This is an optimization exercise on Yosys and OpenROAD, whose aim is small area, a short achievable clock period and few clock cycles per item, not a production implementation. RTL that was checked went through simulation tests only; none was proved equivalent to the original. No activity file was given, so power comes from the tool's default toggle rates.

## centered_moving_average_unit
module centered_moving_average_unit #(
  parameter int MAX_HALF_WIDTH = CMA_MAX_HALF_WIDTH,
  parameter int SAMPLE_BITS    = CMA_SAMPLE_BITS
) (
  input  logic               clk,
  input  logic               rst,
  input  logic               cfg_wr_en,
  input  logic [CFG_W-1:0]   cfg_wr_data,    
  input  logic               s_axis_tvalid,
  output logic               s_axis_tready,
  input  logic [TDATA_W-1:0] s_axis_tdata,   
  input  logic               s_axis_tlast,   
  output logic               m_axis_tvalid,
  input  logic               m_axis_tready,
  output logic [TDATA_W-1:0] m_axis_tdata,   
  output logic               m_axis_tlast,   
  output logic               m_axis_tuser    
);
Size in the first run: ~6600 cells after synthesis, ~3300 flip-flops, about 110 I/O pins, ~120000 sq um of cells after synthesis.
==> flow/config.mk <==
export PLATFORM = sky130hd
export DESIGN_NAME = centered_moving_average_unit
export DESIGN_NICKNAME = centered_moving_average_unit
export VERILOG_FILES = /design/flow/design.v
export SDC_FILE = /design/flow/constraint.sdc
export NUM_CORES = 4
export LEC_CHECK = 0
export ABC_CLOCK_PERIOD_IN_PS = 2500
export CAP_MARGIN = 20
export CORE_MARGIN = 2
export CORE_UTILIZATION = 40
export CTS_BUF_LIST = sky130_fd_sc_hd__clkbuf_8
export CTS_CLUSTER_DIAMETER = 45
export CTS_CLUSTER_SIZE = 16
export SETUP_SLACK_MARGIN = 2.9
export SLEW_MARGIN = 20
export TNS_END_PERCENT = 10
==> flow/constraint.sdc <==
create_clock -name core_clock -period 5.5 [get_ports {clk}]
set_input_delay 1.1000 -clock core_clock [delete_from_list [all_inputs] [get_ports {clk}]]
set_output_delay 1.1000 -clock core_clock [all_outputs]
set_load 0.01 [all_outputs]
run.sh (not shown) runs the stock make flow with config.mk's settings and CLKGATE_MAP_FILE= SYNTH_SCRIPT=/design/flow/synth_recipe.tcl, a recipe that flattens the netlist after the stock synthesis.
The starting point produced a clean layout.
Testbench counts at the start, summed over its fixed seeds: cycles 15,462, items 13,361.
Change:
CTS_BUF_LIST = sky130_fd_sc_hd__clkbuf_4 sky130_fd_sc_hd__clkbuf_8   (was sky130_fd_sc_hd__clkbuf_8)
CTS_CLUSTER_DIAMETER = unset   (was 45)
CTS_CLUSTER_SIZE = unset   (was 16)
Wire length climbs by about 1.6%.
Worst setup slack improved by 23 ps.
Sequential share of layout area falls by 1.3 points.
Final cell count climbs by about 2.8%.
Total power is higher by 5.6%.
Final area goes up by about 1.9%.
Change:
CTS_BUF_LIST = sky130_fd_sc_hd__clkbuf_8 sky130_fd_sc_hd__clkbuf_16   (was sky130_fd_sc_hd__clkbuf_4 sky130_fd_sc_hd__clkbuf_8)
CTS_CLUSTER_DIAMETER = 60   (was unset)
CTS_CLUSTER_SIZE = 30   (was unset)
Setup slack improves by 25 ps.
Via count went down by 3.7%.
Synthesized area does not change.
Utilization goes down by 1.2 points.
Cell count went down by 5.0%.
Final area falls by 2.5%.
First-iteration DRC count climbs by 6.2%.
Wire length decreases by 2.7%.


Setup of main:
Another version of the RTL of centered_moving_average_unit (not shown whole).
For scale: roughly 0.12 mm^2 of cells after synthesis.
Settings: LEC_CHECK=0, ABC_CLOCK_PERIOD_IN_PS=2500, CAP_MARGIN=20, CORE_MARGIN=2, CORE_UTILIZATION=40, SETUP_SLACK_MARGIN=2.9, SLEW_MARGIN=20; clock period 5.5 ns.
Changes in the feature branch relative to main:
--- a/flow/config.mk
+++ b/flow/config.mk
@@ -10,4 +10,3 @@
 export CORE_MARGIN = 2
 export CORE_UTILIZATION = 40
-export SETUP_SLACK_MARGIN = 2.9
 export SLEW_MARGIN = 20
### Flow results
- The feature branch: done, clean on timing, DRC and antenna
- Per the comparison of the feature branch with main, signed area change from the synthesized netlist to the final layout dropped 15 points, maximum resistive drop on vdd stayed essentially flat, delay of the slowest cell on the worst path went up.
- The part of the total power dissipated in the clock network number comes out lower for main vs the feature branch.
- Of the feature branch and main, the run reporting the lower net count reported at finish was the feature branch.
- Final critical delay including setup and external delays in the feature branch vs main: up 0.96 ns
- On CTS buffer count, the feature branch and main are neck and neck.
- The fraction of met3 tracks used by global routing was comparable across the feature branch and main.
- Taking main as 1.0, the feature branch lands at 0.76 on met3 routed wirelength.
No run of this note included a check of the RTL's function; only the layout flow was run.


Another version of the RTL of centered_moving_average_unit (not shown whole).
Size in the first run: about 6500 cells after synthesis, about 3200 flip-flops, ~110 I/O pins, roughly 0.12 mm^2 of cells after synthesis.
==> flow/design.v (excerpt) <==
module centered_moving_average_unit #(
  parameter int MAX_HALF_WIDTH = CMA_MAX_HALF_WIDTH,
  parameter int SAMPLE_BITS    = CMA_SAMPLE_BITS
) (
  input  logic               clk,
  input  logic               rst,
  input  logic               cfg_wr_en,
  input  logic [CFG_W-1:0]   cfg_wr_data,    
  input  logic               s_axis_tvalid,
  output logic               s_axis_tready,
  input  logic [TDATA_W-1:0] s_axis_tdata,   
  input  logic               s_axis_tlast,   
  output logic               m_axis_tvalid,
  input  logic               m_axis_tready,
  output logic [TDATA_W-1:0] m_axis_tdata,   
  output logic               m_axis_tlast,   
  output logic               m_axis_tuser    
);
  localparam int SIDE_W = TAG_W + 2;
  localparam int RES_W  = VALUE_W + SIDE_W;
  logic [4:0]         h;
  logic               clr;
  logic               in_valid;
  logic [VALUE_W-1:0] in_x;
  logic [TAG_W-1:0]   in_tag;
  logic               in_last;
  logic               acc;
  logic               en;
  logic               skid_valid;
  logic               skid_valid_nx;
  logic               ptr;
  logic [1:0]         s_busy, s_ended, s_emit, s_user, s_ended_nx, s_done, s_part;
  ...
export LEC_CHECK = 0
export ABC_CLOCK_PERIOD_IN_PS = 2500
export CAP_MARGIN = 20
export CORE_MARGIN = 2
export CORE_UTILIZATION = 40
export SETUP_SLACK_MARGIN = 2.9
export SLEW_MARGIN = 20
export TNS_END_PERCENT = 10
create_clock -name core_clock -period 5.5 [get_ports {clk}]
The starting point finished clean.
Change:
Settings changed: CTS_BUF_LIST set to sky130_fd_sc_hd__clkbuf_4 sky130_fd_sc_hd__clkbuf_8.
The new run produced a clean layout; first-iteration DRC count falls by 3.0%; global-route usage rises by 0.25 points; clock power falls by 9.9%; non-clock buffer count falls by 9.
Function was not checked in any run of this note: the RTL went through the layout flow alone.


centered_moving_average_unit, a different RTL version from the one above (not shown whole).
Size: ~0.12 sq mm of cells after synthesis.
==> flow/config.mk <==
export PLATFORM = sky130hd
export DESIGN_NAME = centered_moving_average_unit
export DESIGN_NICKNAME = centered_moving_average_unit
export VERILOG_FILES = /design/flow/design.v
export SDC_FILE = /design/flow/constraint.sdc
export NUM_CORES = 4
export LEC_CHECK = 0
export ABC_CLOCK_PERIOD_IN_PS = 2500
export CAP_MARGIN = 20
export CORE_MARGIN = 2
export CORE_UTILIZATION = 40
export CTS_BUF_LIST = sky130_fd_sc_hd__clkbuf_4 sky130_fd_sc_hd__clkbuf_8
export SETUP_SLACK_MARGIN = 2.9
export SLEW_MARGIN = 20
export TNS_END_PERCENT = 100
==> flow/constraint.sdc <==
create_clock -name core_clock -period 5.5 [get_ports {clk}]
set_input_delay 1.1000 -clock core_clock [delete_from_list [all_inputs] [get_ports {clk}]]
set_output_delay 1.1000 -clock core_clock [all_outputs]
set_load 0.01 [all_outputs]
Rerun with:
CTS_BUF_LIST = default   (was sky130_fd_sc_hd__clkbuf_4 sky130_fd_sc_hd__clkbuf_8)
TNS_END_PERCENT = 10   (was 100)
=> Now the flow finished but failed the layout checks on antenna rules; setup slack gets better by 0.078 ns; global-route usage shrinks by 0.26 points; design area is about the same; worst hold slack gets better by 0.010 ns; clock power grows by about 6%; area after synthesis stays the same; total power grows by 1.8%; routed wire length shrinks by 2.4%.
No run of this note included a check of the RTL's function; only the layout flow was run.


RTL: one of the versions met above, not the one the previous note started from.
Size: ~6600 cells after synthesis, about 3300 flip-flops, roughly 110 I/O pins, ~120000 um^2 of cells after synthesis.
Settings: LEC_CHECK=0, ABC_CLOCK_PERIOD_IN_PS=2500, CAP_MARGIN=20, CORE_MARGIN=2, CORE_UTILIZATION=40, CTS_BUF_LIST=sky130_fd_sc_hd__clkbuf_4 sky130_fd_sc_hd__clkbuf_8, SETUP_SLACK_MARGIN=3.2, SLEW_MARGIN=20, TNS_END_PERCENT=10; clock period 5.5 ns.
The starting point completed without violations.
Testbench counts at the start, summed over its fixed seeds: cycles 15,462, items 13,361.
Then changed:
SETUP_SLACK_MARGIN = 2.7   (was 3.2)
Result: The new run went through all stages and came out clean. Global-route usage decreases by 0.48 points. Via count decreases by 2.2%. Routed wire length decreases by 5.1%. Combinational power decreases by 22%. Power decreases by 3.4%. Design area decreases by 2.9%. Worst setup slack got worse by 0.42 ns. Count of clock-buffer cells in the layout does not change. Fmax decreases by 14%.
Then changed:
CTS_CLUSTER_DIAMETER = 40   (was not set)
CTS_CLUSTER_SIZE = 20   (was not set)
SETUP_SLACK_MARGIN = 2.9   (was 2.7)
Outcome: The new run finished with timing, DRC and antenna clean. Global-route usage stays flat. Routed wire length barely changes. Clock skew drops by 0.012 ns. Count of clock-buffer cells in the layout drops by 286. Synthesized area does not change. Worst setup slack is better by 0.34 ns. Cell area hardly moves. Clock power drops by a few percent. Synthesized cell count stays the same. Cell count drops slightly. Total power drops slightly.
Then changed:
CTS_BUF_LIST = sky130_fd_sc_hd__clkbuf_8 sky130_fd_sc_hd__clkbuf_16   (was sky130_fd_sc_hd__clkbuf_4 sky130_fd_sc_hd__clkbuf_8)
CTS_CLUSTER_DIAMETER = 60   (was 40)
CTS_CLUSTER_SIZE = 24   (was 20)
Effect:
- via count went down by 1.9%
- global-route usage decreases by 0.20 points
- register-to-register slack is better by 0.07 ns
- clock power goes down by 21%
- sequential cell count does not change
- worst setup slack improved by 0.066 ns


Setup of oak:
centered_moving_average_unit again, from the RTL that the note above started with.
make LEC_CHECK=0 ABC_CLOCK_PERIOD_IN_PS=2500 CAP_MARGIN=20 CORE_MARGIN=2 CORE_UTILIZATION=55 CTS_BUF_LIST='sky130_fd_sc_hd__clkbuf_8 sky130_fd_sc_hd__clkbuf_16' CTS_CLUSTER_DIAMETER=60 CTS_CLUSTER_SIZE=20 SETUP_SLACK_MARGIN=2.9 SLEW_MARGIN=20 TNS_END_PERCENT=10 finish   # period 5.5 ns
Testbench counts of oak, summed over its fixed seeds: cycles 15,462, items 13,361.
Input-level comparison between pine and oak:
Settings: CORE_UTILIZATION: 55 -> 40.
## What came out
- Diff oak and pine: core outline area lower in oak
- Switching share of power across oak and pine: no real change.
- Sort oak and pine by power share of the sequential group desc -> top: pine
- Summary: with oak as the reference, design area in pine moved up slightly.
- Relative to oak, post-layout total power decreased by about 0.5% in pine.
- Comparing oak and pine, maximum number of pins on one net before global-route repair is lower on oak.
- Any difference in number of nets in the layout between oak and pine is small enough to ignore.
- Sort oak and pine by count of plain and timing-repair buffers in the layout desc -> top: pine
- STATUS setup slack after layout: pine wins against oak
The following lists how birch was set up differently from pine:
Settings: changing CTS_BUF_LIST from sky130_fd_sc_hd__clkbuf_8 sky130_fd_sc_hd__clkbuf_16 to sky130_fd_sc_hd__clkbuf_8; changing CTS_CLUSTER_DIAMETER from 60 to 40.
==> run notes <==
No run among pine and birch stopped early or left any final violation; all are clean. Lower final clock skew was reported by birch, not pine. Density: birch denser than pine. Comparing pine and birch, the higher internal power component is on birch. On birch: minimum period implied by the final worst setup slack is 72 ps higher than what pine gave. Re total of flip-flops plus latches after synthesis: no difference whatsoever between pine and birch. Final routed wirelength across all metal layers ends up lower on pine. In birch, the final area came out 2100 sq um above the value in pine. In the metrics for pine and birch, the one carrying the lower global routing met3 resource utilization is pine. Looking only at leakage power summed over all cells, and setting everything else aside, the higher value of pine and birch goes to birch. Total routing resource utilization after global routing in birch is 0.16 points higher than in pine.
The inputs of maple differ from those of birch as listed below.
Settings: swapping 40 for 60 in CTS_CLUSTER_DIAMETER.
### Flow results
maple | status: complete | timing, DRC, antenna: pass
birch vs maple, worst setup path endpoint: u_div.g_st[0].rq[4] vs u_div.g_st[0].rq[2]
Looking only at routing usage on met3, and setting everything else aside, the lower value of birch and maple goes to maple.
maple gives less final area than birch did.
Changes observed in maple relative to birch: switching power went down, share of total power consumed by net switching now sits lower, total chip power now sits lower, maximum clock frequency went down.
Delta(arrival time reported for the critical path endpoint, maple - birch) < 0
Compare birch and maple | number of clock buffers inserted by TritonCTS lower: maple
Comparing birch and maple, worst setup slack is lower on maple.
The wire length of the first global-routing pass in maple sits about 2% below the value recorded for birch.

what the ideal ports hide:
No port has a modelled driver above. Below, the same layouts with a new extraction and two added sets of constraints. Step 1 (the two cells are an assumption about what drives the block):
set clk [get_ports {clk}]
set_driving_cell -lib_cell sky130_fd_sc_hd__clkbuf_16 $clk
set_driving_cell -lib_cell sky130_fd_sc_hd__buf_2 [delete_from_list [all_inputs] $clk]
Step 2 moves the port delays by t, midway between the first and last clock arrival at a register: inputs arrive t later, outputs are due t later. That takes back most of the time a late clock gives input paths. Slacks: ideal ports / drivers / drivers and shift; pairs: ideal ports / drivers.
run | shift t [ns] | setup WS [ns] | worst hold slack (ns) | cell pins on the clock port's net
the first run of note 1 | 1.042 | 2.820 / 2.742 / 2.014 | 0.373 / 0.373 / 0.373 | 1
the second run of note 1 | 1.065 | 2.842 / 2.768 / 1.986 | 0.363 / 0.363 / 0.363 | 1
the third run of note 1 | 0.944 | 2.867 / 2.777 / 2.017 | 0.382 / 0.382 / 0.382 | 1
main | 0.988 | 2.090 / 2.090 / 2.062 | 0.350 / 0.350 / 0.350 | 1
the feature branch | 0.976 | 1.132 / 1.132 / 1.132 | 0.360 / 0.360 / 0.360 | 1
the first run of note 3 | 0.965 | 1.915 / 1.915 / 1.915 | 0.381 / 0.381 / 0.381 | 1
the second run of note 3 | 1.171 | 1.964 / 1.964 / 1.964 | 0.372 / 0.372 / 0.372 | 1
the first run of note 4 | 1.195 | 2.671 / 2.569 / 1.851 | 0.361 / 0.361 / 0.361 | 1
the second run of note 4 | 0.961 | 2.749 / 2.739 / 2.019 | 0.371 / 0.371 / 0.371 | 1
the first run of note 5 | 1.065 | 2.865 / 2.779 / 1.995 | 0.364 / 0.364 / 0.364 | 1
the second run of note 5 | 1.067 | 2.443 / 2.443 / 1.965 | 0.361 / 0.361 / 0.361 | 1
the third run of note 5 | 1.068 | 2.781 / 2.728 / 2.038 | 0.389 / 0.389 / 0.389 | 1
the fourth run of note 5 | 0.960 | 2.847 / 2.761 / 1.966 | 0.372 / 0.372 / 0.372 | 1
oak | 0.943 | 2.676 / 2.587 / 1.872 | 0.409 / 0.409 / 0.409 | 1
pine | 0.956 | 2.853 / 2.780 / 1.975 | 0.373 / 0.373 / 0.373 | 1
birch | 1.067 | 2.781 / 2.729 / 2.027 | 0.389 / 0.389 / 0.389 | 1
maple | 1.083 | 2.772 / 2.688 / 2.001 | 0.383 / 0.383 / 0.383 | 1
For the fourth run of note 5, which loses most, drivers alone change the setup slack by -0.086 ns; drivers and shift together by -0.881 ns.
